This is an optimization exercise on Yosys and OpenROAD, whose aim is small area and a short achievable clock period, not a production implementation.
In this exercise RTL edits were held to simulation tests only and were not proved equivalent to the original.
Power is estimated from default activity; no workload was simulated.

**design/flow/design.v**
```verilog
`timescale 1ns/10ps
package conv_geom_pkg;
  localparam int KERNEL_ROWS = 5;
  localparam int LB_BANKS = KERNEL_ROWS - 1;
  localparam int MAX_LINE_W = 64;
  localparam int LINE_ADDR_W = 6;
  typedef logic [LINE_ADDR_W-1:0] line_addr_t;
  typedef logic [LB_BANKS-1:0] bank_sel_t;
  typedef logic [2:0] line_cnt_t;
endpackage
`timescale 1ns/10ps
package conv_pos_pkg;
  typedef logic [5:0] kernel_pos_t;
  function automatic logic line_start(
    input logic cur_sof,
    input logic prev_vld,
    input logic prev_eol
  );
    line_start = cur_sof | (prev_vld & prev_eol);
  endfunction
endpackage
`timescale 1ns/10ps
module conv_ingress_pipe (
    input  wire logic                              clk
  , input  wire logic                              reset_i
  , input  wire logic                              s_tvalid_i
  , input  wire logic                              s_tuser_i
  , input  wire logic                              s_tlast_i
  , input  wire logic                              m_tready_i
  , output logic                                   s_tready_o
  , output logic                                   advance_o
  , output logic                                   hold_o
  , output logic                                   pol_o
  , output logic [4:1]                             sof_hist_o
  , output logic [4:1]                             eol_hist_o
  , output logic [4:1]                             pos_vld_o
  , output logic [7:0]                             sel_lo_o
  , output logic [7:0]                             sel_hi_o
);
  logic                             advance;
  logic [4:1]                       sof_hist_q;
  logic [4:1]                       eol_hist_q;
  logic [4:1]                       pos_vld_q;
  logic                             sol_in;
  logic                             row0_s1_q;
  conv_geom_pkg::line_addr_t        col_s1_q;
  logic [7:0]                       sel_lo_q;
  logic [7:0]                       sel_hi_q;
  logic                             pol_q;
  assign advance    = s_tvalid_i & m_tready_i;
  assign s_tready_o = m_tready_i;
  always_ff @(posedge clk) begin
    if (reset_i) begin
      pos_vld_q  <= '0;
      sof_hist_q <= '0;
      eol_hist_q <= '0;
    end else if (advance) begin
      pos_vld_q  <= {pos_vld_q[3:1], 1'b1};
      sof_hist_q <= {sof_hist_q[3:1], s_tuser_i};
      eol_hist_q <= {eol_hist_q[3:1], s_tlast_i};
    end
  end
  assign sol_in = conv_pos_pkg::line_start(s_tuser_i, pos_vld_q[1], eol_hist_q[1]);
  always_ff @(posedge clk) begin
    if (reset_i) begin
      col_s1_q  <= '0;
      row0_s1_q <= 1'b0;
    end else if (advance) begin
      col_s1_q  <= sol_in ? '0 : col_s1_q + 1'b1;
      row0_s1_q <= s_tuser_i | (row0_s1_q & ~sol_in);
    end
  end
  always_ff @(posedge clk) begin
    if (advance && pos_vld_q[1] && eol_hist_q[1] && row0_s1_q) begin
      for (int i = 0; i < 8; i++) begin
        sel_lo_q[i] <= (col_s1_q[2:0] == i[2:0]);
        sel_hi_q[i] <= (col_s1_q[5:3] == i[2:0]);
      end
    end
  end
  always_ff @(posedge clk) begin
    if (reset_i) begin
      pol_q <= 1'b0;
    end else begin
      pol_q <= ~pol_q;
    end
  end
  assign advance_o  = advance;
  assign hold_o     = ~advance;
  assign pol_o      = pol_q;
  assign sof_hist_o = sof_hist_q;
  assign eol_hist_o = eol_hist_q;
  assign pos_vld_o  = pos_vld_q;
  assign sel_lo_o   = sel_lo_q;
  assign sel_hi_o   = sel_hi_q;
endmodule
`timescale 1ns/10ps
module conv_pos_tracker (
    input  wire logic                              clk
  , input  wire logic                              reset_i
  , input  wire logic                              advance_i
  , input  wire logic [4:1]                        sof_hist_i
  , input  wire logic [4:1]                        eol_hist_i
  , input  wire logic [4:1]                        pos_vld_i
  , output conv_pos_pkg::kernel_pos_t              pos_o
  , output logic                                   centre_vld_o
);
  logic                    pos_w2;
  logic                    pos_w1;
  logic                    pos_e1;
  logic                    pos_e2;
  logic                    sol_s2;
  conv_geom_pkg::line_cnt_t line_cnt_q;
  conv_geom_pkg::line_cnt_t line_cnt_inc;
  conv_geom_pkg::line_cnt_t line_cnt_cur;
  assign pos_w2 = conv_pos_pkg::line_start(sof_hist_i[2], pos_vld_i[3], eol_hist_i[3]);
  assign pos_w1 = pos_vld_i[3]
                & conv_pos_pkg::line_start(sof_hist_i[3], pos_vld_i[4], eol_hist_i[4]);
  assign pos_e1 = pos_vld_i[1] & eol_hist_i[1];
  assign pos_e2 = eol_hist_i[2];
  assign sol_s2 = pos_vld_i[2] & pos_w2;
  assign line_cnt_inc = (line_cnt_q == conv_geom_pkg::line_cnt_t'(conv_geom_pkg::LB_BANKS))
                      ? line_cnt_q
                      : line_cnt_q + 1'b1;
  always_comb begin
    line_cnt_cur = line_cnt_q;
    if (sol_s2) begin
      line_cnt_cur = sof_hist_i[2] ? '0 : line_cnt_inc;
    end
  end
  always_ff @(posedge clk) begin
    if (reset_i) begin
      line_cnt_q <= '0;
    end else if (advance_i && sol_s2) begin
      line_cnt_q <= line_cnt_cur;
    end
  end
  assign pos_o = {
    pos_w2,
    pos_w1,
    pos_e1,
    pos_e2,
    (line_cnt_cur == conv_geom_pkg::line_cnt_t'(2)),
    (line_cnt_cur == conv_geom_pkg::line_cnt_t'(3))
  };
  assign centre_vld_o = (line_cnt_cur >= conv_geom_pkg::line_cnt_t'(2));
endmodule
`timescale 1ns/10ps
module conv_line_store #(
  parameter int PIXEL_W = 8
) (
    input  wire logic                                          clk
  , input  wire logic                                          advance_i
  , input  wire logic                                          hold_i
  , input  wire logic                                          pol_i
  , input  wire logic [PIXEL_W-1:0]                            pix_i
  , input  wire logic [7:0]                                    sel_lo_i
  , input  wire logic [7:0]                                    sel_hi_i
  , output logic [conv_geom_pkg::KERNEL_ROWS*PIXEL_W-1:0]      col_o
);
  localparam int MAXW = conv_geom_pkg::MAX_LINE_W;
  localparam int ROWS = conv_geom_pkg::LB_BANKS;
  logic [PIXEL_W-1:0] pol_w;
  assign pol_w = {PIXEL_W{pol_i}};
  logic [(MAXW+1)*PIXEL_W-1:0] a_t;
  conv_flip_chain #(.N(MAXW+1), .PIXEL_W(PIXEL_W)) u_first (
      .clk    (clk)
    , .load_i (advance_i)
    , .hold_i (hold_i)
    , .d_i    (pix_i ^ pol_w)
    , .q_o    (a_t)
  );
  logic [8*PIXEL_W-1:0] grp;
  logic [PIXEL_W-1:0]   tap [ROWS];
  for (genvar g = 0; g < 8; g++) begin : g_grp
    conv_sel8 #(.PIXEL_W(PIXEL_W)) u_lo (
        .sel_i  (sel_lo_i)
      , .data_i (a_t[(8*g+1)*PIXEL_W +: 8*PIXEL_W])
      , .data_o (grp[g*PIXEL_W +: PIXEL_W])
    );
  end
  conv_sel8 #(.PIXEL_W(PIXEL_W)) u_hi (
      .sel_i  (sel_hi_i)
    , .data_i (grp)
    , .data_o (tap[0])
  );
  logic [PIXEL_W-1:0] b_t [ROWS];
  logic [PIXEL_W-1:0] c_q [ROWS+1];
  always_ff @(posedge clk) begin
    if (advance_i) begin
      c_q[0] <= a_t[1*PIXEL_W +: PIXEL_W] ^ pol_w;
    end
  end
  assign col_o[0 +: PIXEL_W] = c_q[0];
  for (genvar l = 0; l < ROWS; l++) begin : g_line
    conv_flip_chain #(.N(1), .PIXEL_W(PIXEL_W)) u_b (
        .clk    (clk)
      , .load_i (advance_i)
      , .hold_i (hold_i)
      , .d_i    (tap[l])
      , .q_o    (b_t[l])
    );
    always_ff @(posedge clk) begin
      if (advance_i) begin
        c_q[l+1] <= b_t[l] ^ pol_w;
      end
    end
    assign col_o[(l+1)*PIXEL_W +: PIXEL_W] = c_q[l+1];
    if (l + 1 < ROWS) begin : g_delay
      logic [7*PIXEL_W-1:0]  lo_t;
      logic [56*PIXEL_W-1:0] hi_t;
      logic [PIXEL_W-1:0]    lo_out;
      conv_flip_chain #(.N(7), .PIXEL_W(PIXEL_W)) u_lo_chain (
          .clk    (clk)
        , .load_i (advance_i)
        , .hold_i (hold_i)
        , .d_i    (b_t[l])
        , .q_o    (lo_t)
      );
      conv_sel8 #(.PIXEL_W(PIXEL_W)) u_lo_sel (
          .sel_i  (sel_lo_i)
        , .data_i ({lo_t, b_t[l]})
        , .data_o (lo_out)
      );
      conv_flip_chain #(.N(56), .PIXEL_W(PIXEL_W)) u_hi_chain (
          .clk    (clk)
        , .load_i (advance_i)
        , .hold_i (hold_i)
        , .d_i    (lo_out)
        , .q_o    (hi_t)
      );
      logic [8*PIXEL_W-1:0] hi_taps;
      assign hi_taps[0 +: PIXEL_W] = lo_out;
      for (genvar j = 1; j < 8; j++) begin : g_hi_tap
        assign hi_taps[j*PIXEL_W +: PIXEL_W] = hi_t[(8*j-1)*PIXEL_W +: PIXEL_W];
      end
      conv_sel8 #(.PIXEL_W(PIXEL_W)) u_hi_sel (
          .sel_i  (sel_hi_i)
        , .data_i (hi_taps)
        , .data_o (tap[l+1])
      );
    end
  end
endmodule
module conv_flip_chain #(
  parameter int N = 1,
  parameter int PIXEL_W = 8
) (
    input  wire logic                    clk
  , input  wire logic                    load_i
  , input  wire logic                    hold_i
  , input  wire logic [PIXEL_W-1:0]      d_i
  , output logic [N*PIXEL_W-1:0]         q_o
);
  logic [N*PIXEL_W-1:0] q;
  logic [N*PIXEL_W-1:0] prev;
  if (N == 1) begin : g_one
    assign prev = d_i;
  end else begin : g_many
    assign prev = {q[(N-1)*PIXEL_W-1:0], d_i};
  end
  always_ff @(posedge clk) begin
    q <= ~((prev | {N*PIXEL_W{hold_i}}) & (q | {N*PIXEL_W{load_i}}));
  end
  assign q_o = q;
endmodule
module conv_sel8 #(
  parameter int PIXEL_W = 8
) (
    input  wire logic [7:0]              sel_i
  , input  wire logic [8*PIXEL_W-1:0]    data_i
  , output logic [PIXEL_W-1:0]           data_o
);
  always_comb begin
    data_o = '0;
    for (int i = 0; i < 8; i++) begin
      data_o = data_o | (data_i[i*PIXEL_W +: PIXEL_W] & {PIXEL_W{sel_i[i]}});
    end
  end
endmodule
`timescale 1ns/10ps
module conv_col_assembler (
    input  wire logic                                          clk
  , input  wire logic                                          reset_i
  , input  wire logic                                          advance_i
  , input  wire logic                                          pos_vld_i
  , input  wire conv_pos_pkg::kernel_pos_t                     pos_i
  , input  wire logic                                          centre_vld_i
  , output logic                                               col_vld_o
  , output conv_pos_pkg::kernel_pos_t                          col_pos_o
);
  logic                       vc_s3_q;
  conv_pos_pkg::kernel_pos_t  pos_s3_q;
  always_ff @(posedge clk) begin
    if (reset_i) begin
      vc_s3_q <= 1'b0;
    end else if (advance_i) begin
      vc_s3_q <= pos_vld_i & centre_vld_i;
    end
  end
  always_ff @(posedge clk) begin
    if (advance_i) begin
      pos_s3_q <= pos_i;
    end
  end
  assign col_vld_o  = vc_s3_q & advance_i;
  assign col_pos_o  = pos_s3_q;
endmodule
`timescale 1ns/10ps
module conv_top #(
  parameter int PIXEL_W = 8
) (
    input  wire logic                                          clk
  , input  wire logic                                          reset_i
  , input  wire logic                                          s_tvalid_i
  , input  wire logic [PIXEL_W-1:0]                            s_tdata_i
  , input  wire logic                                          s_tuser_i
  , input  wire logic                                          s_tlast_i
  , input  wire logic                                          m_tready_i
  , output logic                                               s_tready_o
  , output logic                                               col_vld_o
  , output logic [5:0]                                         col_pos_o
  , output logic [conv_geom_pkg::KERNEL_ROWS*PIXEL_W-1:0]      col_data_o
);
  logic                                             advance;
  logic                                             hold;
  logic                                             pol;
  logic [4:1]                                       sof_hist;
  logic [4:1]                                       eol_hist;
  logic [4:1]                                       pos_vld;
  conv_pos_pkg::kernel_pos_t                        kernel_pos;
  logic                                             centre_vld;
  logic [7:0]                                       sel_lo;
  logic [7:0]                                       sel_hi;
  conv_ingress_pipe u_ingress (
      .clk          (clk)
    , .reset_i      (reset_i)
    , .s_tvalid_i   (s_tvalid_i)
    , .s_tuser_i    (s_tuser_i)
    , .s_tlast_i    (s_tlast_i)
    , .m_tready_i   (m_tready_i)
    , .s_tready_o   (s_tready_o)
    , .advance_o    (advance)
    , .hold_o       (hold)
    , .pol_o        (pol)
    , .sof_hist_o   (sof_hist)
    , .eol_hist_o   (eol_hist)
    , .pos_vld_o    (pos_vld)
    , .sel_lo_o     (sel_lo)
    , .sel_hi_o     (sel_hi)
  );
  conv_pos_tracker u_tracker (
      .clk          (clk)
    , .reset_i      (reset_i)
    , .advance_i    (advance)
    , .sof_hist_i   (sof_hist)
    , .eol_hist_i   (eol_hist)
    , .pos_vld_i    (pos_vld)
    , .pos_o        (kernel_pos)
    , .centre_vld_o (centre_vld)
  );
  conv_line_store #(.PIXEL_W(PIXEL_W)) u_line_store (
      .clk          (clk)
    , .advance_i    (advance)
    , .hold_i       (hold)
    , .pol_i        (pol)
    , .pix_i        (s_tdata_i)
    , .sel_lo_i     (sel_lo)
    , .sel_hi_i     (sel_hi)
    , .col_o        (col_data_o)
  );
  conv_col_assembler u_assembler (
      .clk          (clk)
    , .reset_i      (reset_i)
    , .advance_i    (advance)
    , .pos_vld_i    (pos_vld[2])
    , .pos_i        (kernel_pos)
    , .centre_vld_i (centre_vld)
    , .col_vld_o    (col_vld_o)
    , .col_pos_o    (col_pos_o)
  );
endmodule
```
**design/flow/run.sh**
```bash
#!/bin/bash
# synth_recipe.tcl (not shown) runs the flow's synth.tcl, then flattens the netlist and writes it again
# the make line also repeats each setting of config.mk as NAME=value (left out here)
make -C /OpenROAD-flow-scripts/flow DESIGN_CONFIG=/design/flow/config.mk WORK_HOME=/design/flow/orfs CLKGATE_MAP_FILE= SYNTH_SCRIPT=/design/flow/synth_recipe.tcl finish
```
**design/flow/config.mk**
```make
export PLATFORM = sky130hd
export DESIGN_NAME = conv_top
export DESIGN_NICKNAME = conv_top
export VERILOG_FILES = /design/flow/design.v
export SDC_FILE = /design/flow/constraint.sdc
export NUM_CORES = 4
export LEC_CHECK = 0
export CAP_MARGIN = 20
export CORE_MARGIN = 2
export CORE_UTILIZATION = 65
export CTS_CLUSTER_DIAMETER = 100
export CTS_CLUSTER_SIZE = 25
export SETUP_SLACK_MARGIN = 2.5
export SLEW_MARGIN = 20
export SYNTH_HIERARCHICAL = 1
export SYNTH_MINIMUM_KEEP_SIZE = 0
```
**design/flow/constraint.sdc**
```tcl
create_clock -name core_clock -period 5.0 [get_ports {clk}]
set_input_delay 1.0000 -clock core_clock [delete_from_list [all_inputs] [get_ports {clk}]]
set_output_delay 1.0000 -clock core_clock [all_outputs]
set_load 0.01 [all_outputs]
```
==> results of run 1 <==
-- routing by layer --
layer  up-vias  wire, um  share of wire  GRT usage
met5         -         0              0          0
met4         0      2260          0.017     0.0509
met3       139      5430          0.040     0.0300
met2       729     60100           0.45      0.380
met1     21400     66400           0.49      0.373
li1      21400         -              -          -
-- layout make-up --
| cell class | instances | area share |
|---|---|---|
| Inverter | 8 | 0.000676 |
| Tap cell | 1368 | 0.0250 |
| Timing Repair Buffer | 149 | 0.0267 |
| Sequential cell | 2149 | 0.638 |
| Multi-Input combinational cell | 2830 | 0.272 |
| Clock buffer | 122 | 0.0371 |
| Clock inverter | 3 | 0.000494 |
-- critical path, stage by stage --
cell and delay [ns]:
buf_8 0.09, and2_4 0.18, and2_4 0.14, buf_6 0.11
-- stage by stage --
stage	hold slack [ns]	instance area (um^2)
after floorplan	0.394	66700
after global placement	0.428	65500
after detailed placement	0.434	65600
after CTS	0.435	68400
after global routing	0.448	68400
final	0.439	68400
-- registers in the layout, indices dropped and copies added (netlist names) --
register and cells:
u_tracker.line_cnt_q 3, u_ingress.col_s1_q 6, u_assembler.vc_s3_q 1, u_ingress.row0_s1_q 1, u_ingress.sof_hist_q 3, u_ingress.pol_q 1
u_line_store.c_q 40, u_ingress.eol_hist_q 4, u_ingress.sel_lo_q 8, u_line_store.u_first.q 520, u_line_store.g_line.g_delay.u_hi_chain.q 1344, u_assembler.pos_s3_q 6
u_ingress.sel_hi_q 8, u_line_store.g_line.u_b.q 32, u_ingress.pos_vld_q 4, u_line_store.g_line.g_delay.u_lo_chain.q 168
-- power by group through the flow --
stage                     registers, mW  clock network, mW  logic, mW
after floorplan                    22.7                  0       3.17
after global placement             23.2                  0       3.35
after detailed placement           23.3                  0       3.51
after CTS                          22.9               8.83       3.53
after global routing               23.4               9.43       3.94
final                              23.0               8.62       3.52
-- timing repair --
item | in CTS | in global routing
pin swaps | 2 | 1
buffers inserted | 3 | 2
endpoints found under the setup margin | 1679 | 666
gates resized for setup | 86 | 13
gates cloned | 6 | 0
-- final timing paths --
path                                                                        from                                                to  slack (ns)  cells after the start
worst max-delay path                                                  s_tvalid_i                                         col_vld_o        2.47                      4
worst min-delay path            u_line_store.g_line[1].g_delay.u_hi_chain.q[281]  u_line_store.g_line[1].g_delay.u_hi_chain.q[289]        0.44                      1
worst max register to register                             u_ingress.sel_lo_q[1]                   u_line_store.g_line[2].u_b.q[1]        2.73                      6
worst min register to register  u_line_store.g_line[1].g_delay.u_hi_chain.q[281]  u_line_store.g_line[1].g_delay.u_hi_chain.q[289]        0.44                      1
==> flow_summary.ini, run 1 <==
[outcome]
status = no timing/DRC/antenna violations

[synthesis]
netlist_instances = 5587
syn_area_um2 = 66600
syn_area_per_cell_um2 = 11.9
yosysWarnings = 19
synth_nets = 5609

[routing]
drt_iter0_markers = 3859
wl_per_cell_um = 20.2
vias = 43600
drc = 0
vias_per_cell = 6.58
ant_nets = 0
routed_wl_um = 134000
drt_first_pass_iters = 5

[grt]
grt_pass1_wl_um = 212000
track_usage = 0.246
grt_max_degree = 193
grt_overflow = 0
grt_antenna_before_repair = 3
grt_pass1_vias = 38800

[timing]
setup_tns_ns = 0
fmax_ghz = 0.395
rsz0062_at_grt = true
worst_pin_slew_ns = 1.01
relSlewSlack = 0.330
skew_ns = 0.0222
finalWorstSetupSlack_ns = 2.47
hold_viol_final = 0
period_share = 0.506
slew_viol_final = 0
fin_crit_ns = 2.53
setup_violations = 0

[layout]
ff_latch_area_um2 = 43600
area_delta_synth_final_pct = 2.72
multi_input_comb_area_um2 = 18600
n_antenna_cell = 0
drive_gt1_frac = 0.0460
final_nets = 5255
final_util = 0.673
stdcell_count = 6629
n_fill_cell = 7931
mostFrequentLayoutCell = dfxtp_1
mostFrequentLayoutCells = dfxtp_1 (2,086), o22ai_1 (2,032), a22oi_1 (480)

[placement]
place_ws_ns = 1.19
place.gp.congestion = 0.722
hpwl_um = 70200
dp_cells = 6493
portBuffers = 61

[floorplanning]
io_pins = 62
die-area_um2 = 105000
start_util = 0.655
core_area_um2 = 102000
dieWidth_um = 324
fp.dieH_um = 324
fp-row-count = 117

[clock_network]
clk_pin_slew_ns = 0.10
cts_tree = built
h-tree-depth = 3
clockBufferDepth = 3
cts_buffers = 95
clock-sinks = 2149
clock_latency_ns = 0.71
cts-root-buf = clkbuf_16
hold_buffers = 0

[power]
seq_power_share = 0.654
switching_share = 0.249
power.leakage_nw = 24.9
p_int_mw = 26.4
irDropWorstVdd_v = 0.000332
switching_power_mw = 8.73
comb_power_share = 0.100
p_per_area_nw_per_um2 = 513
total_power_mw = 35.1
power_frac_clock = 0.246

[worst_setup_path]
critical_path_class = in -> out
arrival_ns = 1.53
crit_fanout = 2
crit_path_start_kind = input port
required_ns = 4.00
crit_path_end_kind = output pin

[hold_path]
hold_class = reg -> reg

[job]
maxCapViolations = 0
==> run 2, diff against run 1 <==
--- a/design/flow/config.mk
+++ b/design/flow/config.mk
@@ -12,3 +12,3 @@
 export CTS_CLUSTER_SIZE = 25
-export SETUP_SLACK_MARGIN = 2.5
+export SETUP_SLACK_MARGIN = 2.8
 export SLEW_MARGIN = 20
==> flow_summary.ini, run 2 <==
[layout]
stdcell_area_um2 = 68800
n_fill_cell = 7781
area_delta_synth_final_pct = 3.30
mostFrequentLayoutCells = dfxtp_1 (2,086), o22ai_1 (2,032), a22oi_1 (472)
ff_latch_area_um2 = 43600
regMostFlops = u_line_store.g_line.g_delay.u_hi_chain.q
top_regs = u_line_store.g_line.g_delay.u_hi_chain.q: 1344 flops, u_line_store.u_first.q: 520 flops, u_line_store.g_line.g_delay.u_lo_chain.q: 168 flops
largest_reg_flops = 1344
drive_gt1_frac = 0.0633
final_nets = 5296
mostFrequentLayoutCell = dfxtp_1
multi_input_comb_area_um2 = 18700

[power]
p_per_area_nw_per_um2 = 511
total_power_mw = 35.2
power.leakage_nw = 25.1
irDropWorstVdd_v = 0.000349

[synthesis]
syn_area_per_cell_um2 = 11.9
yosysWarnings = 19
netlist_instances = 5587
synth_nets = 5609
syn_area_um2 = 66600

[routing]
routed_wl_um = 137000
vias = 43900
wl_per_cell_um = 20.6
ant_nets = 0
drt_first_pass_iters = 6
drt_iter0_markers = 3818
vias_per_cell = 6.58
drc = 0

[grt]
grt_max_degree = 241
track_usage = 0.247
grt_pass1_wl_um = 213000
grt_pass1_vias = 39500
grt_antenna_before_repair = 1
grt_overflow = 0

[placement]
hpwl_um = 71300
portBuffers = 61
place.gp.congestion = 0.736
placed_cell_area_um2 = 65700

[clock_network]
clk_pin_slew_ns = 0.09
clock-sinks = 2149
h-tree-depth = 3
cts-root-buf = clkbuf_16
cts_buffers = 95
clock_latency_ns = 0.71
clockBufferDepth = 3
cts_tree = built
hold_buffers = 0

[worst_setup_path]
worst_path_most_repeated_cell = and2_4
path_buf_inv = 2
path_delay_family = simple AND/OR/NAND/NOR gates
crit_path_end_kind = output pin
arrival_ns = 1.49
critical_path_class = in -> out
crit_path_start_kind = input port
required_ns = 4.00
crit_fanout = 2
crit_chain = buf_8 -> and2_4 -> and2_4 -> buf_6
critical-path-max-stage-delay_ns = 0.15
cp_slowest_cell = and2_4

[timing]
skew_ns = 0.0174
period_share = 0.497
hold_viol_final = 0
setup_violations = 0
setup_tns_ns = 0
relSlewSlack = 0.259
fin_crit_ns = 2.49
slew_viol_final = 0
rsz0062_at_grt = true
worst_pin_slew_ns = 1.11
fmax_ghz = 0.402

[floorplanning]
core_area_um2 = 102000
start_util = 0.655
fp-row-count = 117
dieWidth_um = 324
io_pins = 62
die-area_um2 = 105000
fp.dieH_um = 324

[job]
maxCapViolations = 0

[outcome]
status = no timing/DRC/antenna violations

[hold_path]
hold_class = reg -> reg
run 2: metal layers:
metal / track usage / part of all wire / vias to the layer above
met5: 0 / 0 / -
li1: - / - / 21400
met4: 0.0643 / 0.024 / 0
met3: 0.0361 / 0.045 / 198
met2: 0.382 / 0.45 / 814
met1: 0.365 / 0.48 / 21400
run 2: power breakdown:
part | internal, mW | total (mW) | switching [mW]
combinational | 2.05 | 3.58 | 1.52
clock | 3.62 | 8.64 | 5.02
sequential | 20.7 | 23.0 | 2.22
total | 26.4 | 35.2 | 8.76
run 2: area by class of cell:
| cell class | count | share of cell area |
|---|---|---|
| clock buffer | 124 | 0.0374 |
| timing repair buffer | 190 | 0.0313 |
| sequential | 2149 | 0.634 |
| antenna | 1 | 0.0000364 |
| inverter | 8 | 0.000618 |
| multi-input combinational | 2830 | 0.271 |
| clock inverter | 3 | 0.000382 |
| tap | 1368 | 0.0249 |
run 2: metrics by stage:
stage / instances / setup WS [ns] / hold WS, ns / utilization
after floorplan: 5587 / 2.28 / 0.394 / -
after global placement: 6504 / 1.39 / 0.428 / 0.645
after detailed placement: 6506 / 1.39 / 0.432 / 0.646
after CTS: 6654 / 2.52 / 0.436 / 0.672
after global routing: 6672 / 2.51 / 0.444 / 0.676
final: 6673 / 2.51 / 0.440 / 0.676
run 2: repair_timing:
item	in CTS	in global routing
endpoints found under the setup margin	2119	1277
resized for setup	218	33
pin swaps	4	10
buffers inserted	18	9
gates cloned	3	9
run 2: path summary, 6_finish.rpt:
path / from / to / slack, ns / cells past startpoint
setup / recovery: s_tvalid_i / col_vld_o / 2.51 / 4
hold / removal: u_line_store.g_line[1].g_delay.u_hi_chain.q[349] / u_line_store.g_line[1].g_delay.u_hi_chain.q[357] / 0.44 / 1
setup reg to reg: u_ingress.sel_lo_q[4] / u_line_store.g_line[1].u_b.q[5] / 2.81 / 6
hold reg to reg: u_line_store.g_line[1].g_delay.u_hi_chain.q[349] / u_line_store.g_line[1].g_delay.u_hi_chain.q[357] / 0.44 / 1
==> run 3, diff against run 2 <==
--- a/design/flow/design.v
+++ b/design/flow/design.v
@@ -164,4 +164,8 @@
   assign pol_w = {PIXEL_W{pol_i}};
-  logic [(MAXW+1)*PIXEL_W-1:0] a_t;
-  conv_flip_chain #(.N(MAXW+1), .PIXEL_W(PIXEL_W)) u_first (
+  logic [2*PIXEL_W-1:0]        a01_t;
+  logic [(MAXW-2)*PIXEL_W-1:0] a3_t;
+  logic [PIXEL_W-1:0]          c_q [ROWS+1];
+  logic [PIXEL_W-1:0]          c_t [ROWS+1];
+  logic [MAXW*PIXEL_W-1:0]     tap_in;
+  conv_flip_chain #(.N(2), .PIXEL_W(PIXEL_W)) u_first_a (
       .clk    (clk)
@@ -170,4 +174,20 @@
     , .d_i    (pix_i ^ pol_w)
-    , .q_o    (a_t)
+    , .q_o    (a01_t)
   );
+  conv_out_reg #(.W(PIXEL_W)) u_c0 (
+      .clk    (clk)
+    , .load_i (advance_i)
+    , .d_i    (a01_t[1*PIXEL_W +: PIXEL_W] ^ pol_w)
+    , .q_o    (c_q[0])
+  );
+  assign c_t[0] = c_q[0] ^ pol_w;
+  conv_flip_chain #(.N(MAXW-2), .PIXEL_W(PIXEL_W)) u_first_b (
+      .clk    (clk)
+    , .load_i (advance_i)
+    , .hold_i (hold_i)
+    , .d_i    (c_t[0])
+    , .q_o    (a3_t)
+  );
+  assign tap_in = {a3_t, c_t[0], a01_t[1*PIXEL_W +: PIXEL_W]};
+  assign col_o[0 +: PIXEL_W] = c_q[0];
   logic [8*PIXEL_W-1:0] grp;
@@ -177,3 +197,3 @@
         .sel_i  (sel_lo_i)
-      , .data_i (a_t[(8*g+1)*PIXEL_W +: 8*PIXEL_W])
+      , .data_i (tap_in[g*8*PIXEL_W +: 8*PIXEL_W])
       , .data_o (grp[g*PIXEL_W +: PIXEL_W])
@@ -187,9 +207,2 @@
   logic [PIXEL_W-1:0] b_t [ROWS];
-  logic [PIXEL_W-1:0] c_q [ROWS+1];
-  always_ff @(posedge clk) begin
-    if (advance_i) begin
-      c_q[0] <= a_t[1*PIXEL_W +: PIXEL_W] ^ pol_w;
-    end
-  end
-  assign col_o[0 +: PIXEL_W] = c_q[0];
   for (genvar l = 0; l < ROWS; l++) begin : g_line
@@ -202,13 +215,15 @@
     );
-    always_ff @(posedge clk) begin
-      if (advance_i) begin
-        c_q[l+1] <= b_t[l] ^ pol_w;
-      end
-    end
+    conv_out_reg #(.W(PIXEL_W)) u_c (
+        .clk    (clk)
+      , .load_i (advance_i)
+      , .d_i    (b_t[l] ^ pol_w)
+      , .q_o    (c_q[l+1])
+    );
+    assign c_t[l+1] = c_q[l+1] ^ pol_w;
     assign col_o[(l+1)*PIXEL_W +: PIXEL_W] = c_q[l+1];
     if (l + 1 < ROWS) begin : g_delay
-      logic [7*PIXEL_W-1:0]  lo_t;
+      logic [6*PIXEL_W-1:0]  lo_t;
       logic [56*PIXEL_W-1:0] hi_t;
       logic [PIXEL_W-1:0]    lo_out;
-      conv_flip_chain #(.N(7), .PIXEL_W(PIXEL_W)) u_lo_chain (
+      conv_flip_chain #(.N(6), .PIXEL_W(PIXEL_W)) u_lo_chain (
           .clk    (clk)
@@ -216,3 +231,3 @@
         , .hold_i (hold_i)
-        , .d_i    (b_t[l])
+        , .d_i    (c_t[l+1])
         , .q_o    (lo_t)
@@ -221,3 +236,3 @@
           .sel_i  (sel_lo_i)
-        , .data_i ({lo_t, b_t[l]})
+        , .data_i ({lo_t, c_t[l+1], b_t[l]})
         , .data_o (lo_out)
@@ -280,2 +295,33 @@
 endmodule
+module conv_out_reg #(
+  parameter int W = 8
+) (
+    input  wire logic          clk
+  , input  wire logic          load_i
+  , input  wire logic [W-1:0]  d_i
+  , output logic [W-1:0]       q_o
+);
+  logic [W-1:0] q;
+  logic [W-1:0] nxt;
+  conv_pick2 #(.W(W)) u_pick (
+      .sel_i (load_i)
+    , .a_i   (d_i)
+    , .b_i   (q)
+    , .y_o   (nxt)
+  );
+  always_ff @(posedge clk) begin
+    q <= nxt;
+  end
+  assign q_o = q;
+endmodule
+module conv_pick2 #(
+  parameter int W = 8
+) (
+    input  wire logic          sel_i
+  , input  wire logic [W-1:0]  a_i
+  , input  wire logic [W-1:0]  b_i
+  , output logic [W-1:0]       y_o
+);
+  assign y_o = sel_i ? a_i : b_i;
+endmodule
 `timescale 1ns/10ps
@@ -285,2 +331,4 @@
   , input  wire logic                                          advance_i
+  , input  wire logic                                          s_tvalid_i
+  , input  wire logic                                          m_tready_i
   , input  wire logic                                          pos_vld_i
@@ -300,8 +348,9 @@
   end
-  always_ff @(posedge clk) begin
-    if (advance_i) begin
-      pos_s3_q <= pos_i;
-    end
-  end
-  assign col_vld_o  = vc_s3_q & advance_i;
+  conv_out_reg #(.W(6)) u_pos (
+      .clk    (clk)
+    , .load_i (advance_i)
+    , .d_i    (pos_i)
+    , .q_o    (pos_s3_q)
+  );
+  assign col_vld_o  = vc_s3_q & s_tvalid_i & m_tready_i;
   assign col_pos_o  = pos_s3_q;
@@ -375,2 +424,4 @@
     , .advance_i    (advance)
+    , .s_tvalid_i   (s_tvalid_i)
+    , .m_tready_i   (m_tready_i)
     , .pos_vld_i    (pos_vld[2])
==> flow_summary.ini, run 3 <==
[outcome]
status = no timing/DRC/antenna violations

[routing]
vias = 43700
vias_per_cell = 6.54
routed_wl_um = 138000
drt_first_pass_iters = 6
drc = 0
ant_nets = 0
drt_iter0_markers = 3654
wl_per_cell_um = 20.6

[worst_setup_path]
arrival_ns = 1.36
path_delay_family = buffers and inverters
critical-path-max-stage-delay_ns = 0.15
crit_fanout = 2
critical_path_class = in -> out
crit_path_start_kind = input port
crit_chain = buf_6 -> and3_4 -> buf_6
required_ns = 4.00
crit_path_end_kind = output pin
path_buf_inv = 2
cp_slowest_cell = and3_4
worst_path_most_repeated_cell = buf_6

[timing]
whs_ns = 0.441
skew_ns = 0.0167
worst_pin_slew_ns = 1.04
rsz0062_at_grt = true
setup_violations = 0
fin_crit_ns = 2.36
fmax_ghz = 0.424
period_share = 0.472
finalWorstSetupSlack_ns = 2.64
relSlewSlack = 0.306
slew_viol_final = 0
setup_tns_ns = 0
hold_viol_final = 0

[clock_network]
clock_latency_ns = 0.70
clockBufferDepth = 3
cts_buffers = 94
clk_pin_slew_ns = 0.09
h-tree-depth = 3
cts_tree = built
cts-root-buf = clkbuf_16
clock-sinks = 2117
hold_buffers = 0

[placement]
placed_cell_area_um2 = 65200
place_ws_ns = 1.54
dp_cells = 6500
place.gp.congestion = 0.751
hpwl_um = 70500
portBuffers = 61

[layout]
stdcell_area_um2 = 69000
mostFrequentLayoutCells = dfxtp_1 (2,053), o22ai_1 (1,996), a22oi_1 (454)
drive_gt1_frac = 0.0886
top_regs = u_line_store.g_line.g_delay.u_hi_chain.q: 1344 flops, u_line_store.u_first_b.q: 496 flops, u_line_store.g_line.g_delay.u_lo_chain.q: 144 flops
final_util = 0.680
stdcell_count = 6684
largest_reg_flops = 1344
n_antenna_cell = 0
n_fill_cell = 7777
regMostFlops = u_line_store.g_line.g_delay.u_hi_chain.q
ff_latch_area_um2 = 42600
multi_input_comb_area_um2 = 19600
mostFrequentLayoutCell = dfxtp_1
final_nets = 5330
area_delta_synth_final_pct = 4.03

[synthesis]
yosysWarnings = 23
synth_nets = 5624
syn_area_per_cell_um2 = 11.8
syn_area_um2 = 66300
netlist_instances = 5602

[floorplanning]
io_pins = 62
fp.dieH_um = 323
start_util = 0.654
fp-row-count = 117
dieWidth_um = 323
die-area_um2 = 105000
core_area_um2 = 101000

[grt]
grt_pass1_vias = 38900
grt_pass1_wl_um = 213000
track_usage = 0.249
grt_max_degree = 253
grt_antenna_before_repair = 0
grt_overflow = 0

[power]
total_power_mw = 35.5
irDropWorstVdd_v = 0.000368
p_per_area_nw_per_um2 = 515
power.leakage_nw = 25.4

[hold_path]
hold_class = reg -> reg

[job]
maxCapViolations = 0
[run 3: changes by cell type in the layout (fill, tap and decap cells not counted), sizes merged, moves of 14 or more]
cell    delta
xor2      +32
buf       +23
mux2      +46
dfxtp     +14
o22ai     -32
clkbuf    -27
edfxtp    -46
[run 3: repair_timing]
action,in CTS,in global routing
setup buffers,60,10
gates cloned,2,8
endpoints found under the setup margin,1823,755
pin swaps,12,21
resized for setup,335,56
endpoints found under the hold margin,0,0
[run 3: per-layer routing]
metal / part of all wire / global-route usage / vias up / wire length, um
li1: - / - / 21400 / -
met1: 0.48 / 0.376 / 21100 / 66500
met2: 0.44 / 0.368 / 953 / 60300
met3: 0.056 / 0.0398 / 196 / 7660
met4: 0.024 / 0.0699 / 0 / 3350
met5: 0 / 0 / - / 0
[run 3: worst paths after layout]
check,slack [ns],endpoint,depth (start not counted),startpoint
min,0.44,u_line_store.g_line[2].g_delay.u_hi_chain.q[280],1,u_line_store.g_line[2].g_delay.u_hi_chain.q[272]
min reg2reg,0.44,u_line_store.g_line[2].g_delay.u_hi_chain.q[280],1,u_line_store.g_line[2].g_delay.u_hi_chain.q[272]
max reg2reg,2.77,u_line_store.g_line[0].u_b.q[6],6,u_ingress.sel_lo_q[3]
max,2.64,col_vld_o,3,s_tvalid_i
[run 3: worst reg2reg max path: cells and delay by family, from the launching register on]
| kind | cells | cell delay (ns) |
|---|---|---|
| AO/OA/AOI/OAI | 3 | 0.88 |
| AND/OR/NAND/NOR | 2 | 0.60 |
| flip-flops | 1 | 0.42 |
| buffers and inverters | 1 | 0.26 |
[run 3: area by class of cell]
class / count / area share
Clock buffer: 100 / 0.0354
Inverter: 8 / 0.000671
Tap cell: 1368 / 0.0248
Multi-Input combinational cell: 2875 / 0.283
Timing Repair Buffer: 212 / 0.0368
Sequential cell: 2117 / 0.618
Clock inverter: 4 / 0.000726
[run 3: power breakdown]
part           switching (mW)  internal, mW  total (mW)  leakage (nW)
Sequential               2.30          20.5        22.8          17.9
Combinational            1.76          2.51        4.27          6.31
Clock                    4.94          3.50        8.44          1.22
==> run 4, diff against run 3 <==
--- a/design/flow/config.mk
+++ b/design/flow/config.mk
@@ -10,4 +10,4 @@
 export CORE_UTILIZATION = 65
-export CTS_CLUSTER_DIAMETER = 100
-export CTS_CLUSTER_SIZE = 25
+export CTS_CLUSTER_DIAMETER = 110
+export CTS_CLUSTER_SIZE = 30
 export SETUP_SLACK_MARGIN = 2.8
==> flow_summary.ini, run 4 <==
[outcome]
status = no timing/DRC/antenna violations

[placement]
hpwl_um = 70500
dp_cells = 6500
place_ws_ns = 1.54
portBuffers = 61
placed_cell_area_um2 = 65200
place.gp.congestion = 0.751

[layout]
n_antenna_cell = 0
regMostFlops = u_line_store.g_line.g_delay.u_hi_chain.q
mostFrequentLayoutCells = dfxtp_1 (2,053), o22ai_1 (1,996), a22oi_1 (460)
stdcell_count = 6681
drive_gt1_frac = 0.0870
largest_reg_flops = 1344
final_util = 0.678
final_nets = 5326
n_fill_cell = 7805
area_delta_synth_final_pct = 3.69
top_regs = u_line_store.g_line.g_delay.u_hi_chain.q: 1344 flops, u_line_store.u_first_b.q: 496 flops, u_line_store.g_line.g_delay.u_lo_chain.q: 144 flops
stdcell_area_um2 = 68800
mostFrequentLayoutCell = dfxtp_1

[timing]
rsz0062_at_grt = true
relSlewSlack = 0.319
fmax_ghz = 0.422
fin_crit_ns = 2.37
slew_viol_final = 0
hold_viol_final = 0
skew_ns = 0.0209
setup_violations = 0
worst_pin_slew_ns = 1.02
setup_tns_ns = 0
period_share = 0.474
finalWorstSetupSlack_ns = 2.63

[clock_network]
clk_pin_slew_ns = 0.11
clock_latency_ns = 0.70
cts_buffers = 80
cts_tree = built
h-tree-depth = 3
clockBufferDepth = 3
clock-sinks = 2117
cts-root-buf = clkbuf_16
hold_buffers = 0

[routing]
wl_met2_um = 59800
vias_per_cell = 6.51
wl_met1_um = 68000
drc = 0
vias = 43500
routed_wl_um = 138000
wl_per_cell_um = 20.7
drt_iter0_markers = 3935
wl_met3_um = 6800
ant_nets = 0
drt_first_pass_iters = 6
dr.max_layer_used = met4

[synthesis]
netlist_instances = 5602
yosysWarnings = 23
synth_nets = 5624
syn_area_per_cell_um2 = 11.8
syn_area_um2 = 66300

[floorplanning]
fp.dieH_um = 323
io_pins = 62
start_util = 0.654
dieWidth_um = 323
fp-row-count = 117
die-area_um2 = 105000
core_area_um2 = 101000

[worst_setup_path]
arrival_ns = 1.37
crit_path_end_kind = output pin
critical_path_class = in -> out
required_ns = 4.00
crit_path_start_kind = input port
crit_fanout = 2

[job]
maxCapViolations = 0

[power]
power.leakage_nw = 25.3
p_per_area_nw_per_um2 = 509
irDropWorstVdd_v = 0.000393

[hold_path]
hold_class = reg -> reg

[grt]
grt_pass1_vias = 38700
grt_max_degree = 253
track_usage = 0.247
grt_pass1_wl_um = 212000
grt_overflow = 0
grt_antenna_before_repair = 0
-- run 4: timing repair --
action / in CTS / in global routing
cloned: 1 / 12
setup endpoints to repair: 1824 / 746
buffers inserted: 63 / 14
gates resized for setup: 330 / 59
pin swaps: 13 / 17
-- run 4: power by group --
part	internal, mW	switching [mW]	leakage [nW]
registers	20.5	2.29	17.9
logic	2.51	1.76	6.37
clock network	3.09	4.84	1.07
-- run 4: path summary, 6_finish.rpt --
path | from | slack [ns] | depth (start not counted) | to
max | s_tvalid_i | 2.63 | 3 | col_vld_o
max reg2reg | u_ingress.sel_lo_q[3] | 2.79 | 6 | u_line_store.g_line[0].u_b.q[6]
min reg2reg | u_line_store.g_line[1].g_delay.u_hi_chain.q[89] | 0.44 | 1 | u_line_store.g_line[1].g_delay.u_hi_chain.q[97]
min | u_line_store.g_line[1].g_delay.u_hi_chain.q[89] | 0.44 | 1 | u_line_store.g_line[1].g_delay.u_hi_chain.q[97]
-- run 4: per-layer routing --
layer / GRT usage / vias to the layer above
met4: 0.0704 / 0
met2: 0.365 / 851
met3: 0.0372 / 187
li1: - / 21400
met1: 0.374 / 21000
met5: 0 / -
-- run 4: metrics by stage --
step / hold slack, ns / total power [mW]
6_report: 0.440 / 35.0
2_1_floorplan: 0.413 / 26.0
3_3_place_gp: 0.429 / 26.9
4_1_cts: 0.440 / 35.1
3_5_place_dp: 0.433 / 27.1
5_1_grt: 0.443 / 36.7
-- run 4: critical path: stages --
cell	delay [ns]
buf_6	0.09
and3_4	0.16
buf_6	0.11
-- run 4: area by class of cell --
cell class / count / area [um^2] / share of cell area
clock buffer: 88 / 2140 / 0.0311
sequential: 2117 / 42600 / 0.620
tap: 1368 / 1710 / 0.0249
timing repair buffer: 222 / 2660 / 0.0387
clock inverter: 3 / 33.8 / 0.000491
multi-input combinational: 2875 / 19500 / 0.284
inverter: 8 / 46.3 / 0.000673
==> run 5, diff against run 4 <==
--- a/design/flow/config.mk
+++ b/design/flow/config.mk
@@ -9,3 +9,3 @@
 export CORE_MARGIN = 2
-export CORE_UTILIZATION = 65
+export CORE_UTILIZATION = 85
 export CTS_CLUSTER_DIAMETER = 110
==> flow_summary.ini, run 5 <==
[timing]
fin_crit_ns = 2.37
rsz0062_at_grt = true
setup_violations = 0
finalWorstSetupSlack_ns = 2.63
hold_viol_final = 0
setup_tns_ns = 0
worst_pin_slew_ns = 1.08
relSlewSlack = 0.275
whs_ns = 0.433
period_share = 0.474
slew_viol_final = 0
fmax_ghz = 0.422
skew_ns = 0.0275

[placement]
place_ws_ns = 1.25
dp_cells = 6169
placed_cell_area_um2 = 64800
hpwl_um = 75000
portBuffers = 61
place.gp.congestion = 0.776

[floorplanning]
start_util = 0.857
core_area_um2 = 77300
dieWidth_um = 283
io_pins = 62
fp-row-count = 102
die-area_um2 = 80300
fp.dieH_um = 283

[routing]
routed_wl_um = 154000
wl_per_cell_um = 24.3
vias = 46800
drt_first_pass_iters = 10
drt_iter0_markers = 5618
vias_per_cell = 7.37
drc = 0
ant_nets = 0

[layout]
stdcell_area_um2 = 68100
final_nets = 5327
stdcell_count = 6351
area_delta_synth_final_pct = 2.66
final_util = 0.880
drive_gt1_frac = 0.0866
mostFrequentLayoutCell = dfxtp_1
n_fill_cell = 3655
mostFrequentLayoutCells = dfxtp_1 (2,053), o22ai_1 (1,995), a22oi_1 (462)
top_regs = u_line_store.g_line.g_delay.u_hi_chain.q: 1344 flops, u_line_store.u_first_b.q: 496 flops, u_line_store.g_line.g_delay.u_lo_chain.q: 144 flops
largest_reg_flops = 1344
regMostFlops = u_line_store.g_line.g_delay.u_hi_chain.q

[hold_path]
whs_path_depth = 1
hold_class = reg -> reg

[clock_network]
clk_pin_slew_ns = 0.11
clock-sinks = 2117
clock_latency_ns = 0.69
cts_tree = built
clockBufferDepth = 3
cts-root-buf = clkbuf_16
h-tree-depth = 3
cts_buffers = 80

[worst_setup_path]
arrival_ns = 1.37
startpoint = s_tvalid_i
crit_path_end_kind = output pin
r2r_cells = 8
rr_endpoint = u_line_store.g_line[0].u_b.q[5]
critPathCapture = col_vld_o
worst_path_most_repeated_cell = buf_6
r2r_start = u_ingress.pol_q
crit_chain = buf_6 -> and3_4 -> buf_6
critical-path-max-stage-delay_ns = 0.17
crit_fanout = 2
ff2ff_setup_slack_ns = 2.72
critical_path_class = in -> out
cp_slowest_cell = and3_4
crit_path_start_kind = input port
required_ns = 4.00

[power]
p_per_area_nw_per_um2 = 518
seq_power_share = 0.655
switching_share = 0.266
power.leakage_nw = 25.2
switching_power_mw = 9.36
comb_power_share = 0.125
irDropWorstVdd_v = 0.000449
p_int_mw = 25.9
power_frac_clock = 0.221
total_power_mw = 35.2

[synthesis]
syn_area_um2 = 66300
netlist_instances = 5602
yosysWarnings = 23
syn_area_per_cell_um2 = 11.8
synth_nets = 5624

[grt]
grt_pass1_vias = 43000
grt_overflow = 0
track_usage = 0.341
grt_pass1_wl_um = 228000
grt_antenna_before_repair = 2
grt_max_degree = 229

[job]
maxCapViolations = 0

[outcome]
status = no timing/DRC/antenna violations
-- run 5: worst max-delay path, delay by kind of cell --
kind / cells / cell delay (ns)
buffers and inverters: 2 / 0.20
AND/OR/NAND/NOR: 1 / 0.17
-- run 5: cell type report --
type / count / area, um^2 / area share
inverter: 8 / 56.3 / 0.000827
clock inverter: 5 / 58.8 / 0.000864
tap: 1040 / 1300 / 0.0191
multi-input combinational: 2875 / 19500 / 0.287
antenna: 1 / 2.50 / 0.0000368
timing repair inverter: 1 / 8.76 / 0.000129
clock buffer: 82 / 2010 / 0.0295
sequential: 2117 / 42600 / 0.626
timing repair buffer: 222 / 2440 / 0.0359
-- run 5: how the worst min path moves through the flow --
stage | slack, ns | startpoint | to
3_3_place_gp | 0.43 | u_line_store.g_line[1].g_delay.u_hi_chain.q[366] | u_line_store.g_line[1].g_delay.u_hi_chain.q[374]
5_1_grt | 0.44 | u_line_store.g_line[0].g_delay.u_hi_chain.q[161] | u_line_store.g_line[0].g_delay.u_hi_chain.q[169]
3_5_place_dp | 0.43 | u_line_store.g_line[1].g_delay.u_hi_chain.q[438] | u_line_store.g_line[1].g_delay.u_hi_chain.q[446]
6_report | 0.43 | u_line_store.g_line[0].g_delay.u_hi_chain.q[11] | u_line_store.g_line[0].g_delay.u_hi_chain.q[19]
2_1_floorplan | 0.41 | u_ingress.pol_q | u_ingress.pol_q
4_1_cts | 0.43 | u_line_store.g_line[0].g_delay.u_hi_chain.q[11] | u_line_store.g_line[0].g_delay.u_hi_chain.q[19]
-- run 5: timing repair --
action / in CTS / in global routing
buffers inserted: 42 / 31
resized for setup: 291 / 49
hold buffers: 0 / 0
pin swaps: 4 / 16
cloned: 2 / 19
setup endpoints to repair: 2082 / 796
-- run 5: power by group through the flow --
stage	clock network, mW	logic [mW]	registers, mW
floorplan	0	3.43	22.5
global placement	0	3.79	23.0
detailed placement	0	4.06	23.2
CTS	7.76	4.22	22.9
global route	8.33	4.79	23.4
finish	7.78	4.39	23.1
-- run 5: metal layers --
metal | up-vias | global-route usage | wire (um)
met3 | 410 | 0.0465 | 12700
li1 | 21400 | - | -
met5 | - | 0 | 23
met4 | 4 | 0.114 | 5050
met1 | 22900 | 0.483 | 64000
met2 | 2142 | 0.547 | 72600
==> run 6, diff against run 5 <==
--- a/design/flow/config.mk
+++ b/design/flow/config.mk
@@ -9,6 +9,6 @@
 export CORE_MARGIN = 2
-export CORE_UTILIZATION = 85
+export CORE_UTILIZATION = 75
 export CTS_CLUSTER_DIAMETER = 110
 export CTS_CLUSTER_SIZE = 30
-export SETUP_SLACK_MARGIN = 2.8
+export SETUP_SLACK_MARGIN = 2.65
 export SLEW_MARGIN = 20
==> flow_summary.ini, run 6 <==
[outcome]
status = no timing/DRC/antenna violations

[layout]
largest_reg_flops = 1344
mostFrequentLayoutCell = dfxtp_1
mostFrequentLayoutCells = dfxtp_1 (2,065), o22ai_1 (1,996), a22oi_1 (476)
n_antenna_cell = 0
top_regs = u_line_store.g_line.g_delay.u_hi_chain.q: 1344 flops, u_line_store.u_first_b.q: 496 flops, u_line_store.g_line.g_delay.u_lo_chain.q: 144 flops
stdcell_area_um2 = 67800
drive_gt1_frac = 0.0705
stdcell_count = 6430
final_nets = 5278
area_delta_synth_final_pct = 2.22
ff_latch_area_um2 = 42600
multi_input_comb_area_um2 = 19400
regMostFlops = u_line_store.g_line.g_delay.u_hi_chain.q
n_fill_cell = 5899
final_util = 0.770

[grt]
grt_overflow = 0
grt_pass1_vias = 39400
track_usage = 0.283
grt_pass1_wl_um = 212000
grt_max_degree = 217
grt_antenna_before_repair = 0

[clock_network]
cts_buffers = 80
cts-root-buf = clkbuf_16
clk_pin_slew_ns = 0.11
clockBufferDepth = 3
clock-sinks = 2117
clock_latency_ns = 0.69
hold_buffers = 0
cts_tree = built
h-tree-depth = 3

[floorplanning]
dieWidth_um = 301
io_pins = 62
start_util = 0.754
die-area_um2 = 90800
core_area_um2 = 88000
fp-row-count = 109
fp.dieH_um = 301

[power]
switching_power_mw = 8.91
irDropWorstVdd_v = 0.000406
power_frac_clock = 0.225
seq_power_share = 0.658
total_power_mw = 34.7
power.leakage_nw = 24.9
p_int_mw = 25.8
p_per_area_nw_per_um2 = 513
comb_power_share = 0.117
switching_share = 0.257

[timing]
period_share = 0.481
finalWorstSetupSlack_ns = 2.59
rsz0062_at_grt = true
setup_violations = 0
worst_pin_slew_ns = 1.13
fmax_ghz = 0.416
setup_tns_ns = 0
slew_viol_final = 0
hold_viol_final = 0
relSlewSlack = 0.249
skew_ns = 0.0223
whs_ns = 0.428
fin_crit_ns = 2.41

[routing]
vias = 43900
vias_per_cell = 6.83
drt_iter0_markers = 4220
drt_first_pass_iters = 6
routed_wl_um = 135000
wl_per_cell_um = 21.0
ant_nets = 0
drc = 0

[placement]
dp_cells = 6302
placed_cell_area_um2 = 65100
hpwl_um = 71500
place_ws_ns = 1.34
portBuffers = 61
place.gp.congestion = 0.746

[synthesis]
syn_area_um2 = 66300
netlist_instances = 5602
synth_nets = 5624
yosysWarnings = 23
syn_area_per_cell_um2 = 11.8

[worst_setup_path]
crit_path_end_kind = output pin
required_ns = 4.00
crit_path_start_kind = input port
r2r_cells = 6
crit_fanout = 4
critical_path_class = in -> out
arrival_ns = 1.41

[job]
maxCapViolations = 0

[hold_path]
whs_path_depth = 1
hold_class = reg -> reg
-- run 6: final timing paths --
path,from,end,slack [ns]
max,m_tready_i,col_vld_o,2.59
min,u_line_store.g_line[0].g_delay.u_hi_chain.q[2],u_line_store.g_line[0].g_delay.u_hi_chain.q[10],0.43
max reg2reg,u_ingress.sel_lo_q[6],u_line_store.g_line[2].u_b.q[3],2.64
min reg2reg,u_line_store.g_line[0].g_delay.u_hi_chain.q[2],u_line_store.g_line[0].g_delay.u_hi_chain.q[10],0.43
-- run 6: layer usage --
layer / vias up / share of wire / global-route usage
li1: 21300 / - / -
met1: 21400 / 0.47 / 0.428
met2: 1035 / 0.45 / 0.431
met3: 208 / 0.054 / 0.0353
met4: 0 / 0.023 / 0.0743
met5: - / 0 / 0
-- run 6: power by group through the flow --
stage / registers, mW / clock network (mW) / logic [mW]
2_1_floorplan: 22.5 / 0 / 3.43
3_3_place_gp: 23.0 / 0 / 3.80
3_5_place_dp: 23.1 / 0 / 4.01
4_1_cts: 22.8 / 7.96 / 4.05
5_1_grt: 23.3 / 8.53 / 4.50
6_report: 22.9 / 7.82 / 4.07
-- run 6: repair_timing --
action,in CTS,in global routing
cloned,5,2
pin swaps,3,6
resized for setup,182,42
setup buffers,20,10
endpoints found under the setup margin,2087,843
-- run 6: layout make-up --
cell class	count	area share
timing repair buffer	173	0.0304
sequential	2117	0.629
clock buffer	84	0.0301
tap	1165	0.0215
inverter	8	0.000628
multi-input combinational	2876	0.287
clock inverter	7	0.00140
-- run 6: worst max-delay path, stage by stage --
cell,delay [ns]
buf_4,0.13
and3_4,0.16
buf_6,0.11
==> run 7, diff against run 6 <==
--- a/design/flow/config.mk
+++ b/design/flow/config.mk
@@ -12,3 +12,3 @@
 export CTS_CLUSTER_SIZE = 30
-export SETUP_SLACK_MARGIN = 2.65
+export SETUP_SLACK_MARGIN = 2.55
 export SLEW_MARGIN = 20
==> flow_summary.ini, run 7 <==
[routing]
ant_nets = 0
wl_per_cell_um = 20.4
drc = 0
routed_wl_um = 131000
vias_per_cell = 6.80
drt_first_pass_iters = 6
vias = 43600
drt_iter0_markers = 3665

[synthesis]
synth_nets = 5624
syn_area_um2 = 66300
yosysWarnings = 23
syn_area_per_cell_um2 = 11.8
netlist_instances = 5602

[layout]
mostFrequentLayoutCells = dfxtp_1 (2,082), o22ai_1 (1,996), a22oi_1 (480)
drive_gt1_frac = 0.0578
regMostFlops = u_line_store.g_line.g_delay.u_hi_chain.q
final_nets = 5257
n_antenna_cell = 0
top_regs = u_line_store.g_line.g_delay.u_hi_chain.q: 1344 flops, u_line_store.u_first_b.q: 496 flops, u_line_store.g_line.g_delay.u_lo_chain.q: 144 flops
largest_reg_flops = 1344
mostFrequentLayoutCell = dfxtp_1
n_fill_cell = 5957
final_util = 0.766
area_delta_synth_final_pct = 1.61

[worst_setup_path]
crit_chain = buf_4 -> a22oi_1 -> nand4_1 -> o22ai_2
ff2ff_setup_slack_ns = 2.56
critical-path-max-stage-delay_ns = 1.03
cp_slowest_cell = edfxtp_1
crit_path_start_kind = flip-flop
crit_path_end_kind = flip-flop
crit_fanout = 20
required_ns = 5.53
critical_path_class = reg -> reg
arrival_ns = 2.97

[timing]
slew_viol_final = 0
hold_viol_final = 0
setup_tns_ns = 0
worst_pin_slew_ns = 1.18
fin_crit_ns = 2.44
relSlewSlack = 0.211
setup_violations = 0
rsz0062_at_grt = true
fmax_ghz = 0.410
skew_ns = 0.0167
period_share = 0.488

[power]
power.leakage_nw = 24.8
p_per_area_nw_per_um2 = 514
comb_power_share = 0.116
power_frac_clock = 0.225
p_int_mw = 25.8
switching_power_mw = 8.84
irDropWorstVdd_v = 0.000499
switching_share = 0.255
seq_power_share = 0.659

[outcome]
status = no timing/DRC/antenna violations

[placement]
portBuffers = 61
place.gp.congestion = 0.752
hpwl_um = 71200

[clock_network]
h-tree-depth = 3
cts-root-buf = clkbuf_16
clock-sinks = 2117
cts_tree = built
clock_latency_ns = 0.67
clockBufferDepth = 3
cts_buffers = 80
clk_pin_slew_ns = 0.11

[floorplanning]
dieWidth_um = 301
start_util = 0.754
fp-row-count = 109
fp.dieH_um = 301
core_area_um2 = 88000
io_pins = 62
die-area_um2 = 90800

[grt]
grt_overflow = 0
grt_pass1_wl_um = 209000
grt_pass1_vias = 39300
grt_antenna_before_repair = 0
track_usage = 0.276
grt_max_degree = 268

[job]
maxCapViolations = 0

[hold_path]
hold_class = reg -> reg
[run 7: layer usage]
metal / share of wire / vias up / global-route usage
met3: 0.041 / 194 / 0.0300
met5: 0 / - / 0
met2: 0.45 / 854 / 0.425
met1: 0.48 / 21300 / 0.414
li1: - / 21200 / -
met4: 0.025 / 0 / 0.0757
[run 7: cell type report]
cell class	count	area [um^2]	area share
Inverter	8	46.3	0.000687
Sequential cell	2117	42600	0.632
Tap cell	1165	1460	0.0216
Clock inverter	4	50.0	0.000743
Multi-Input combinational cell	2875	19400	0.288
Clock buffer	86	2070	0.0307
Timing Repair Buffer	153	1760	0.0261
[run 7: critical path, delay by kind of cell (launching register included)]
kind	cells	cell delay [ns]
DFF	1	1.03
buffers and inverters	1	0.56
and+or+nand+nor	1	0.37
AOI/OAI and AO/OA	2	0.32
[run 7: repair_timing]
item	CTS	global route
gates resized for setup	93	12
pin swaps	2	2
endpoints found under the setup margin	1749	386
hold buffers	0	0
buffers inserted	7	7
[run 7: through the flow]
stage | hold slack, ns | setup slack, ns | std cells | power [mW] | cell area [um^2]
after floorplan | 0.413 | 2.56 | 5602 | 26.0 | 66300
after global placement | 0.428 | 1.45 | 6304 | 26.8 | 65100
after detailed placement | 0.432 | 1.38 | 6304 | 27.1 | 65100
after CTS | 0.435 | 2.46 | 6401 | 34.7 | 67300
after global routing | 0.454 | 2.50 | 6408 | 36.2 | 67400
final | 0.428 | 2.56 | 6408 | 34.6 | 67400
[run 7: power by group through the flow]
stage / clock, mW / combinational [mW] / sequential (mW)
floorplan: 0 / 3.43 / 22.5
detailed placement: 0 / 4.04 / 23.1
finish: 7.78 / 4.02 / 22.8
CTS: 7.93 / 4.01 / 22.8
global route: 8.49 / 4.46 / 23.2
global placement: 0 / 3.83 / 23.0
[run 7: path summary, 6_finish.rpt]
path / cells past startpoint / to / startpoint
worst max register to register: 4 / u_line_store.g_line[2].u_b.q[6] / u_ingress.sel_hi_q[0]
worst max-delay path: 4 / u_line_store.g_line[2].u_b.q[6] / u_ingress.sel_hi_q[0]
worst min register to register: 1 / u_line_store.g_line[0].g_delay.u_hi_chain.q[106] / u_line_store.g_line[0].g_delay.u_hi_chain.q[98]
worst min-delay path: 1 / u_line_store.g_line[0].g_delay.u_hi_chain.q[106] / u_line_store.g_line[0].g_delay.u_hi_chain.q[98]
==> run 8, diff against run 7 <==
--- a/design/flow/config.mk
+++ b/design/flow/config.mk
@@ -12,3 +12,3 @@
 export CTS_CLUSTER_SIZE = 30
-export SETUP_SLACK_MARGIN = 2.55
+export SETUP_SLACK_MARGIN = 3.3
 export SLEW_MARGIN = 20
==> flow_summary.ini, run 8 <==
[power]
switching_share = 0.270
p_int_mw = 26.4
irDropWorstVdd_v = 0.000464
power.leakage_nw = 27.7
seq_power_share = 0.639
comb_power_share = 0.141
p_per_area_nw_per_um2 = 488
power_frac_clock = 0.220
switching_power_mw = 9.77

[worst_setup_path]
crit_path_start_kind = input port
r2r_cells = 9
critical_path_class = in -> out
rr_endpoint = u_line_store.g_line[0].u_b.q[2]
startpoint = m_tready_i
r2r_start = u_ingress.sel_lo_q[7]
arrival_ns = 1.42
crit_fanout = 3
crit_path_end_kind = output pin
required_ns = 4.00
ff2ff_setup_slack_ns = 2.74

[synthesis]
yosysWarnings = 23
syn_area_um2 = 66300
synth_nets = 5624
syn_area_per_cell_um2 = 11.8
netlist_instances = 5602

[clock_network]
clock-sinks = 2117
clock_latency_ns = 0.69
h-tree-depth = 3
clk_pin_slew_ns = 0.11
cts-root-buf = clkbuf_16
clockBufferDepth = 3
cts_tree = built
hold_buffers = 0
cts_buffers = 80

[floorplanning]
io_pins = 62
start_util = 0.754
fp.dieH_um = 301
fp-row-count = 109
dieWidth_um = 301
die-area_um2 = 90800
core_area_um2 = 88000

[timing]
whs_ns = 0.442
slew_viol_final = 0
hold_viol_final = 0
skew_ns = 0.0265
relSlewSlack = 0.518
fin_crit_ns = 2.42
fmax_ghz = 0.414
rsz0062_at_grt = true
worst_pin_slew_ns = 0.723
setup_violations = 0
setup_tns_ns = 0
period_share = 0.483

[grt]
grt_pass1_wl_um = 257000
grt_max_degree = 104
track_usage = 0.356
grt_overflow = 0
grt_pass1_vias = 44900
grt_antenna_before_repair = 3

[layout]
final_nets = 5529
n_fill_cell = 4518
multi_input_comb_area_um2 = 20800
regMostFlops = u_line_store.g_line.g_delay.u_hi_chain.q
area_delta_synth_final_pct = 12.0
largest_reg_flops = 1344
drive_gt1_frac = 0.158
stdcell_count = 6680
ff_latch_area_um2 = 42600
mostFrequentLayoutCell = dfxtp_1
top_regs = u_line_store.g_line.g_delay.u_hi_chain.q: 1344 flops, u_line_store.u_first_b.q: 496 flops, u_line_store.g_line.g_delay.u_lo_chain.q: 144 flops
n_antenna_cell = 0
stdcell_area_um2 = 74300
mostFrequentLayoutCells = dfxtp_1 (2,051), o22ai_1 (1,931), a22oi_1 (341)

[outcome]
status = no timing/DRC/antenna violations

[placement]
dp_cells = 6290
portBuffers = 61
place.gp.congestion = 0.754
placed_cell_area_um2 = 64900
hpwl_um = 70700

[routing]
routed_wl_um = 183000
ant_nets = 0
drt_first_pass_iters = 7
drc = 0
vias = 49400
drt_iter0_markers = 6229
wl_per_cell_um = 27.4
vias_per_cell = 7.40

[job]
maxCapViolations = 0

[hold_path]
whs_path_depth = 1
whs_endpoint = u_line_store.g_line[2].g_delay.u_hi_chain.q[233]
hold_class = reg -> reg
min_from = u_line_store.g_line[2].g_delay.u_hi_chain.q[225]
run 8: metrics by stage:
stage | worst slack (ns) | total power, mW | utilization
floorplan | 2.69 | 26.0 | -
global placement | 1.68 | 26.8 | 0.738
detailed placement | 1.65 | 27.1 | 0.738
CTS | 2.58 | 35.4 | 0.819
global route | 2.55 | 37.4 | 0.844
finish | 2.58 | 36.2 | 0.844
run 8: how the worst max path moves through the flow:
stage	endpoint	depth (start not counted)	slack (ns)
floorplan	u_ingress.sel_hi_q[0]	5	2.69
global placement	u_line_store.g_line[0].g_delay.u_hi_chain.q[446]	5	1.68
detailed placement	u_line_store.u_first_b.q[235]	5	1.65
CTS	col_vld_o	2	2.58
global route	col_vld_o	2	2.55
finish	col_vld_o	3	2.58
run 8: final cells by class:
type                       count  share of cell area
inverter                       8            0.000758
clock inverter                 4            0.000674
multi-input combinational   2875               0.280
clock buffer                  86              0.0278
timing repair inverter         5            0.000876
tap                         1165              0.0196
sequential                  2117               0.574
timing repair buffer         420              0.0965
run 8: power groups by stage:
| stage | clock, mW | sequential, mW | combinational [mW] |
|---|---|---|---|
| after floorplan | 0 | 22.5 | 3.43 |
| after global placement | 0 | 23.0 | 3.81 |
| after detailed placement | 0 | 23.1 | 4.02 |
| after CTS | 7.92 | 22.8 | 4.65 |
| after global routing | 8.51 | 23.4 | 5.48 |
| final | 7.96 | 23.1 | 5.11 |
run 8: critical path: stages:
cell and delay (ns):
buf_4 0.12, and3_4 0.18, buf_6 0.12
run 8: repair_timing:
item / 4_1_cts / 5_1_grt
resized for setup: 610 / 197
endpoints found under the setup margin: 2164 / 1141
buffers inserted: 125 / 46
cloned: 91 / 38
pin swaps: 154 / 148
run 8: per-layer routing:
metal	part of all wire	GRT usage
met5	0.00013	0
met4	0.050	0.136
met3	0.097	0.0630
met2	0.45	0.554
met1	0.40	0.499

what the ideal ports hide:
Ports are ideal in the flow. The routed layouts listed here were re-timed in OpenROAD. Step 1 sets driving cells, clkbuf_16 on the clock port and buf_2 on the other inputs (assumed; they add their load-dependent delay and slew). Step 2 times the ports against the registers' clock, not the clock port: input delays grow and output delays shrink by t, the midpoint of the rising clock arrivals with the driver on. Three values: no drivers, after step 1, after step 2; two values: the first two.
run	t (ns)	slack for setup (ns)	worst setup path after step 2	worst slew at a driven data input, ns
run 1	0.765	2.471 / 2.430 / 1.798	input to register	0.05
run 2	0.766	2.513 / 2.468 / 2.044	input to register	0.06
run 3	0.768	2.642 / 2.609 / 2.073	input to register	0.04
run 4	0.764	2.632 / 2.599 / 2.072	input to register	0.04
run 5	0.741	2.632 / 2.584 / 2.126	input to register	0.05
run 6	0.748	2.594 / 2.540 / 2.034	input to register	0.04
run 7	0.736	2.560 / 2.537 / 1.912	input to register	0.05
run 8	0.756	2.583 / 2.516 / 2.441	input to register	0.04
After both steps setup and hold are still met in every run listed. For run 1, which loses most, drivers alone change the setup slack by -0.041 ns; drivers and shift together by -0.673 ns.
